Source: an optimization exercise on an open RTL-to-GDS flow (aim: small area, a short achievable clock period and few clock cycles). Production flows keep margins and buffers that such runs may drop.
Function was checked by simulation only, so behaviour that the tests miss may differ from the original.
Power and IR drop assume default switching activity.

==> flow/design.v <==
`timescale 1ns / 1ps
`default_nettype none
package poci_pkg;
  localparam int RANK_W           = 6;
  localparam int EXT_W            = RANK_W + 1;
  localparam int CNT_W            = 6;
  localparam int POP_W            = 64;
  localparam int MAX_ELEMENTS_DEF = 32;
  localparam logic [RANK_W-1:0] ELEM_COUNT_RST = 6'd32;
  typedef enum logic [1:0] {
    OP_CLEAR = 2'd0,
    OP_ADD   = 2'd1,
    OP_COUNT = 2'd2,
    OP_NOP   = 2'd3
  } op_e;
  typedef enum logic [3:0] {
    ST_IDLE,
    ST_CLEAR,
    ST_ADD_RA,
    ST_ADD_RB,
    ST_ADD_WB,
    ST_ADD_DEC,
    ST_SCAN,
    ST_CHECK,
    ST_WRITE,
    ST_CNT_RD,
    ST_CNT_WAIT,
    ST_DONE
  } state_e;
  typedef enum logic [2:0] {
    TAG_NONE,
    TAG_A,
    TAG_B,
    TAG_SCAN,
    TAG_WRITE,
    TAG_COUNT
  } tag_e;
  typedef struct packed {
    logic rd_en;
    tag_e rd_tag;
    logic init_scan;
    logic set_conflict;
    logic clear_all;
    logic clear_count;
    logic done;
  } ctl_t;
  typedef struct packed {
    logic present;
    logic cyc;
    logic overlap;
    logic conflict;
  } sts_t;
  function automatic logic [6:0] popcount64(input logic [POP_W-1:0] v);
    logic [POP_W-1:0] x;
    x = v;
    x = (x & 64'h5555_5555_5555_5555) + ((x >> 1)  & 64'h5555_5555_5555_5555);
    x = (x & 64'h3333_3333_3333_3333) + ((x >> 2)  & 64'h3333_3333_3333_3333);
    x = (x & 64'h0f0f_0f0f_0f0f_0f0f) + ((x >> 4)  & 64'h0f0f_0f0f_0f0f_0f0f);
    x = (x & 64'h00ff_00ff_00ff_00ff) + ((x >> 8)  & 64'h00ff_00ff_00ff_00ff);
    x = (x & 64'h0000_ffff_0000_ffff) + ((x >> 16) & 64'h0000_ffff_0000_ffff);
    x = (x & 64'h0000_0000_ffff_ffff) + ((x >> 32) & 64'h0000_0000_ffff_ffff);
    popcount64 = x[6:0];
  endfunction
endpackage
`default_nettype wire
`timescale 1ns / 1ps
`default_nettype none
module poci_ram #(
  parameter int M = 32
) (
  input  wire logic           clk_i,
  input  wire logic           keep_i,
  input  wire logic [M-1:0]   set_row_i,
  input  wire logic [M-1:0]   set_col_i,
  output logic      [M*M-1:0] r_o
);
  for (genvar x = 0; x < M; x++) begin : g_row
    for (genvar y = 0; y < M; y++) begin : g_col
      if (x == y) begin : g_diag
        assign r_o[x*M+y] = 1'b0;
      end else begin : g_bit
        always_ff @(posedge clk_i) begin
          r_o[x*M+y] <= (r_o[x*M+y] & keep_i) | (set_row_i[x] & set_col_i[y]);
        end
      end
    end
  end
endmodule
`default_nettype wire
`timescale 1ns / 1ps
`default_nettype none
module poci_row_unit #(
  parameter int M = 32
) (
  input  wire logic [M*M-1:0] r_i,
  input  wire logic [M-1:0]   pick_i,
  output logic      [M-1:0]   row_o
);
  always_comb begin
    for (int y = 0; y < M; y++) begin
      row_o[y] = 1'b0;
      for (int x = 0; x < M; x++) row_o[y] = row_o[y] | (pick_i[x] & r_i[x*M+y]);
    end
  end
endmodule
module poci_col_unit #(
  parameter int M = 32
) (
  input  wire logic [M*M-1:0] r_i,
  input  wire logic [M-1:0]   pick_i,
  output logic      [M-1:0]   col_o
);
  always_comb begin
    for (int x = 0; x < M; x++) col_o[x] = |(r_i[x*M +: M] & pick_i);
  end
endmodule
`default_nettype wire
`timescale 1ns / 1ps
`default_nettype none
module poci_group_count (
  input  wire logic [31:0] v_i,
  output logic      [23:0] grp_o
);
  always_comb begin
    for (int i = 0; i < 8; i++) begin
      grp_o[3*i +: 3] = (3'(v_i[4*i])   + 3'(v_i[4*i+1]))
                      + (3'(v_i[4*i+2]) + 3'(v_i[4*i+3]));
    end
  end
endmodule
module poci_group_sum (
  input  wire logic [23:0] grp_i,
  output logic      [5:0]  cnt_o
);
  always_comb begin
    logic [4:0] s0, s1;
    s0 = (5'(grp_i[2:0])   + 5'(grp_i[5:3]))   + (5'(grp_i[8:6])   + 5'(grp_i[11:9]));
    s1 = (5'(grp_i[14:12]) + 5'(grp_i[17:15])) + (5'(grp_i[20:18]) + 5'(grp_i[23:21]));
    cnt_o = 6'(s0) + 6'(s1);
  end
endmodule
`default_nettype wire
`timescale 1ns / 1ps
`default_nettype none
module partial_order_closure_insert (
  input  wire logic       clk_i,
  input  wire logic       rst_ni,
  input  wire logic       start,
  output logic            busy,
  input  wire logic [1:0] opcode_i,
  input  wire logic [5:0] first_rank_i,
  input  wire logic [5:0] second_rank_i,
  input  wire logic       element_count_we_i,
  input  wire logic [5:0] element_count_i,
  output logic            done_o,
  output logic            consistent_o,
  output logic      [5:0] successor_count_o
);
  localparam int M = poci_pkg::MAX_ELEMENTS_DEF;
  logic [5:0]     ecnt_q;
  logic           rvalid_q, f_q, clean_q, done_q, pres_q, ovl_q;
  logic           idle_q, chk1_q, chk2_q, chk3_q;
  logic [5:0]     a_q, b_q;
  logic [M-1:0]   u_q, ps_q, pd_q;
  logic           wr_q;
  logic [23:0]    grp_q;
  logic [M*M-1:0] r_q;
  logic [5:0]   n_cur, n_new;
  logic [M-1:0] mask;
  assign n_cur = (ecnt_q > 6'd32) ? 6'd32 : ecnt_q;
  assign n_new = (element_count_i > 6'd32) ? 6'd32 : element_count_i;
  always_comb begin
    for (int i = 0; i < M; i++) mask[i] = (6'(i) < n_cur);
  end
  logic idle, accept, op_clear, op_add, op_count, a_ok, b_ok;
  assign idle     = idle_q;
  assign busy     = !rvalid_q || !idle;
  assign accept   = start && !busy;
  assign op_clear = (opcode_i == 2'd0);
  assign op_add   = (opcode_i == 2'd1);
  assign op_count = (opcode_i == 2'd2);
  assign a_ok     = (first_rank_i != 6'd0) && (first_rank_i <= n_cur);
  assign b_ok     = (second_rank_i != 6'd0) && (second_rank_i <= n_cur);
  logic [5:0]   ra, rb;
  logic [M-1:0] oa, ob, v_oh, dplus, sel, uplus;
  assign ra = idle_q ? first_rank_i : (chk1_q ? a_q : b_q);
  assign rb = idle_q ? second_rank_i : b_q;
  always_comb begin
    for (int x = 0; x < M; x++) begin
      oa[x] = (ra == 6'(x + 1));
      ob[x] = (rb == 6'(x + 1));
    end
  end
  assign v_oh  = oa | ((idle_q && op_add) ? ob : '0);
  assign dplus = ob;
  assign sel   = chk2_q ? u_q : oa;
  assign uplus = chk2_q ? '0 : oa;
  logic [M-1:0] pset;
  assign pset = wr_q ? ps_q : '0;
  logic [M-1:0] rowx, rowf;
  poci_row_unit #(.M(M)) u_row (.r_i(r_q), .pick_i(v_oh), .row_o(rowx));
  assign rowf = rowx | ((|(v_oh & pset)) ? pd_q : '0);
  logic [M-1:0] colx, colf;
  poci_col_unit #(.M(M)) u_col (.r_i(r_q), .pick_i(sel), .col_o(colx));
  assign colf = colx | ((|(sel & pd_q)) ? pset : '0);
  logic [M-1:0] dvec, uvec;
  assign dvec = (rowf & mask) | dplus;
  assign uvec = (colf & mask) | uplus;
  logic add_go, cyc_in, fast_wr, fast_set_f, go_chk1;
  assign add_go     = accept && op_add && !f_q && a_ok && b_ok;
  assign cyc_in     = |(uvec & ob);
  assign fast_wr    = add_go && clean_q && !cyc_in;
  assign fast_set_f = accept && op_add && !f_q
                   && (!(a_ok && b_ok) || (clean_q && cyc_in));
  assign go_chk1    = add_go && !clean_q;
  logic cyc, chk3_wr;
  assign cyc     = |(u_q & ob);
  assign chk3_wr = chk3_q && !ovl_q;
  logic keep;
  assign keep = rvalid_q && !(accept && op_clear);
  poci_ram #(.M(M)) u_matrix (
    .clk_i    (clk_i),
    .keep_i   (keep),
    .set_row_i(keep ? pset : '0),
    .set_col_i(pd_q),
    .r_o      (r_q)
  );
  always_ff @(posedge clk_i) begin
    if (idle) begin
      a_q <= first_rank_i;
      b_q <= second_rank_i;
    end
    if (chk1_q) begin
      u_q <= uvec;
    end
    ps_q   <= chk3_q ? u_q : uvec;
    pd_q   <= dvec;
    pres_q <= |(rowf & ob);
    ovl_q  <= |(uvec & dvec);
  end
  logic [23:0] grp;
  logic        cnt_en;
  assign cnt_en = accept && op_count && a_ok;
  poci_group_count u_grp (.v_i(rowf & (cnt_en ? mask : '0)), .grp_o(grp));
  always_ff @(posedge clk_i) begin
    grp_q <= grp;
  end
  always_ff @(posedge clk_i or negedge rst_ni) begin
    if (!rst_ni) begin
      ecnt_q   <= poci_pkg::ELEM_COUNT_RST;
      rvalid_q <= 1'b0;
      f_q      <= 1'b0;
      clean_q  <= 1'b1;
      done_q   <= 1'b0;
      wr_q     <= 1'b0;
      idle_q   <= 1'b1;
      chk1_q   <= 1'b0;
      chk2_q   <= 1'b0;
      chk3_q   <= 1'b0;
    end else begin
      rvalid_q <= 1'b1;
      if (element_count_we_i) begin
        ecnt_q <= element_count_i;
      end
      if (accept && op_clear) begin
        clean_q <= 1'b1;
      end else if (element_count_we_i && (n_new < n_cur)) begin
        clean_q <= 1'b0;
      end
      if (accept && op_clear) begin
        f_q <= 1'b0;
      end else if (fast_set_f || (chk2_q && !pres_q && cyc) || (chk3_q && ovl_q)) begin
        f_q <= 1'b1;
      end
      wr_q   <= fast_wr || chk3_wr;
      done_q <= (accept && !go_chk1) || (chk2_q && (pres_q || cyc)) || chk3_q;
      idle_q <= (idle_q && !go_chk1) || (chk2_q && (pres_q || cyc)) || chk3_q;
      chk1_q <= go_chk1;
      chk2_q <= chk1_q;
      chk3_q <= chk2_q && !(pres_q || cyc);
    end
  end
  assign done_o            = done_q;
  assign consistent_o      = !f_q;
  poci_group_sum u_sum (.grp_i(grp_q), .cnt_o(successor_count_o));
endmodule
`default_nettype wire
clock: 6.0 ns
lec_check: 0
cap_margin: 20
core_margin: 2
core_utilization: 45
cts_buf_list: sky130_fd_sc_hd__clkbuf_8
setup_slack_margin: 0.5
slew_margin: 20
synth_hierarchical: 1
standard.sh (not shown) runs the stock make flow with config.mk's settings and CLKGATE_MAP_FILE= SYNTH_SCRIPT=/design/flow/synth_recipe.tcl, a recipe that flattens the netlist after the stock synthesis.
==> flow/flow/run.sh <==
#!/bin/bash
# Layout: the standard flow (standard.sh) unchanged for synthesis; for the
# layout the port buffers are a stronger cell (buf_4 instead of the default
# delay buffer) and repair may resize a cell to another footprint. Each step's
# full output goes to its own log file here.
set -euo pipefail
sed -e "s|CLKGATE_MAP_FILE= |CLKGATE_MAP_FILE= MATCH_CELL_FOOTPRINT=0 'BUFFER_PORTS_ARGS=-buffer_cell sky130_fd_sc_hd__buf_4' |" \
  standard.sh > own_standard.sh
grep -q 'MATCH_CELL_FOOTPRINT=0' own_standard.sh
bash standard.sh synth > synth.log 2>&1
bash own_standard.sh finish > layout.log 2>&1
test -f out/final.def
Testbench counts at the start, summed over its fixed seeds: cycles 2,696.
==> next run, changes <==
--- a/flow/design.v
+++ b/flow/design.v
@@ -157,13 +157,13 @@
   output logic      [5:0] successor_count_o
 );
   localparam int M = poci_pkg::MAX_ELEMENTS_DEF;
   logic [5:0]     ecnt_q;
   logic           rvalid_q, f_q, clean_q, done_q, pres_q, ovl_q;
   logic           idle_q, chk1_q, chk2_q, chk3_q;
-  logic [5:0]     a_q, b_q;
+  logic [5:0]     b_q;
   logic [M-1:0]   u_q, ps_q, pd_q;
   logic           wr_q;
   logic [23:0]    grp_q;
   logic [M*M-1:0] r_q;
   logic [5:0]   n_cur, n_new;
   logic [M-1:0] mask;
@@ -178,26 +178,24 @@
   assign accept   = start && !busy;
   assign op_clear = (opcode_i == 2'd0);
   assign op_add   = (opcode_i == 2'd1);
   assign op_count = (opcode_i == 2'd2);
   assign a_ok     = (first_rank_i != 6'd0) && (first_rank_i <= n_cur);
   assign b_ok     = (second_rank_i != 6'd0) && (second_rank_i <= n_cur);
-  logic [5:0]   ra, rb;
-  logic [M-1:0] oa, ob, v_oh, dplus, sel, uplus;
-  assign ra = idle_q ? first_rank_i : (chk1_q ? a_q : b_q);
-  assign rb = idle_q ? second_rank_i : b_q;
+  logic [M-1:0] oa, ob, obq, vq_q, v_oh, dplus, sel, uplus;
   always_comb begin
     for (int x = 0; x < M; x++) begin
-      oa[x] = (ra == 6'(x + 1));
-      ob[x] = (rb == 6'(x + 1));
-    end
-  end
-  assign v_oh  = oa | ((idle_q && op_add) ? ob : '0);
-  assign dplus = ob;
-  assign sel   = chk2_q ? u_q : oa;
-  assign uplus = chk2_q ? '0 : oa;
+      oa[x]  = idle_q && (first_rank_i == 6'(x + 1));
+      ob[x]  = idle_q && (second_rank_i == 6'(x + 1));
+      obq[x] = (b_q == 6'(x + 1));
+    end
+  end
+  assign v_oh  = oa | (op_add ? ob : '0) | vq_q;
+  assign dplus = ob | (idle_q ? '0 : obq);
+  assign uplus = oa | (chk1_q ? vq_q : '0);
+  assign sel   = uplus | (chk2_q ? u_q : '0);
   logic [M-1:0] pset;
   assign pset = wr_q ? ps_q : '0;
   logic [M-1:0] rowx, rowf;
   poci_row_unit #(.M(M)) u_row (.r_i(r_q), .pick_i(v_oh), .row_o(rowx));
   assign rowf = rowx | ((|(v_oh & pset)) ? pd_q : '0);
   logic [M-1:0] colx, colf;
@@ -211,34 +209,40 @@
   assign cyc_in     = |(uvec & ob);
   assign fast_wr    = add_go && clean_q && !cyc_in;
   assign fast_set_f = accept && op_add && !f_q
                    && (!(a_ok && b_ok) || (clean_q && cyc_in));
   assign go_chk1    = add_go && !clean_q;
   logic cyc, chk3_wr;
-  assign cyc     = |(u_q & ob);
+  assign cyc     = |(u_q & obq);
   assign chk3_wr = chk3_q && !ovl_q;
   logic keep;
   assign keep = rvalid_q && !(accept && op_clear);
   poci_ram #(.M(M)) u_matrix (
     .clk_i    (clk_i),
     .keep_i   (keep),
     .set_row_i(keep ? pset : '0),
     .set_col_i(pd_q),
     .r_o      (r_q)
   );
   always_ff @(posedge clk_i) begin
     if (idle) begin
-      a_q <= first_rank_i;
       b_q <= second_rank_i;
+    end
+    if (go_chk1) begin
+      vq_q <= oa;
+    end else if (chk1_q || (chk2_q && !(pres_q || cyc))) begin
+      vq_q <= obq;
+    end else begin
+      vq_q <= '0;
     end
     if (chk1_q) begin
       u_q <= uvec;
     end
     ps_q   <= chk3_q ? u_q : uvec;
     pd_q   <= dvec;
-    pres_q <= |(rowf & ob);
+    pres_q <= |(rowf & obq);
     ovl_q  <= |(uvec & dvec);
   end
   logic [23:0] grp;
   logic        cnt_en;
   assign cnt_en = accept && op_count && a_ok;
   poci_group_count u_grp (.v_i(rowf & (cnt_en ? mask : '0)), .grp_o(grp));
The changed run passed the timing, DRC and antenna checks.
Count of clock-buffer cells in the layout rises by 20.
Wire length rose by 1.8%.
Sequential power went up by about 1%.
Power goes down by about 6.5%.
Utilization fell by 1.5 points.
First-iteration DRC count rose by about 15%.
Synthesized area rises by about 3.8%.
Testbench counts after the change, summed over its fixed seeds: cycles 2,696.

-- static timing again, ports no longer ideal --
No port has a modelled driver above. Below, the same layouts with a new extraction and two added sets of constraints.
Step 1: set_driving_cell puts a clkbuf_16 on clk_i and a buf_2 on each other input, an assumption about the parent block.
Step 2 moves the port delays by t, midway between the first and last clock arrival at a register: inputs arrive t later, outputs are due t later. That takes back most of the time a late clock gives input paths.
a / b / c = ideal / step 1 / step 2; a / b = the first two.
| run | t, ns | setup WS [ns] | hold slack, ns | worst register clock-pin slew, ns |
|---|---|---|---|---|
| the first run | 1.011 | 0.444 / 0.414 / -0.181 | 0.111 / 0.067 / 0.501 | 0.07 / 0.07 |
| the second run | 1.010 | 0.411 / 0.411 / -0.378 | 0.120 / 0.062 / 0.500 | 0.07 / 0.07 |
Met with ideal ports but missed after step 2: setup timing in the first run and the second run. For the second run, which loses most, drivers alone change the setup slack by 0.000 ns; drivers and shift together by -0.789 ns.
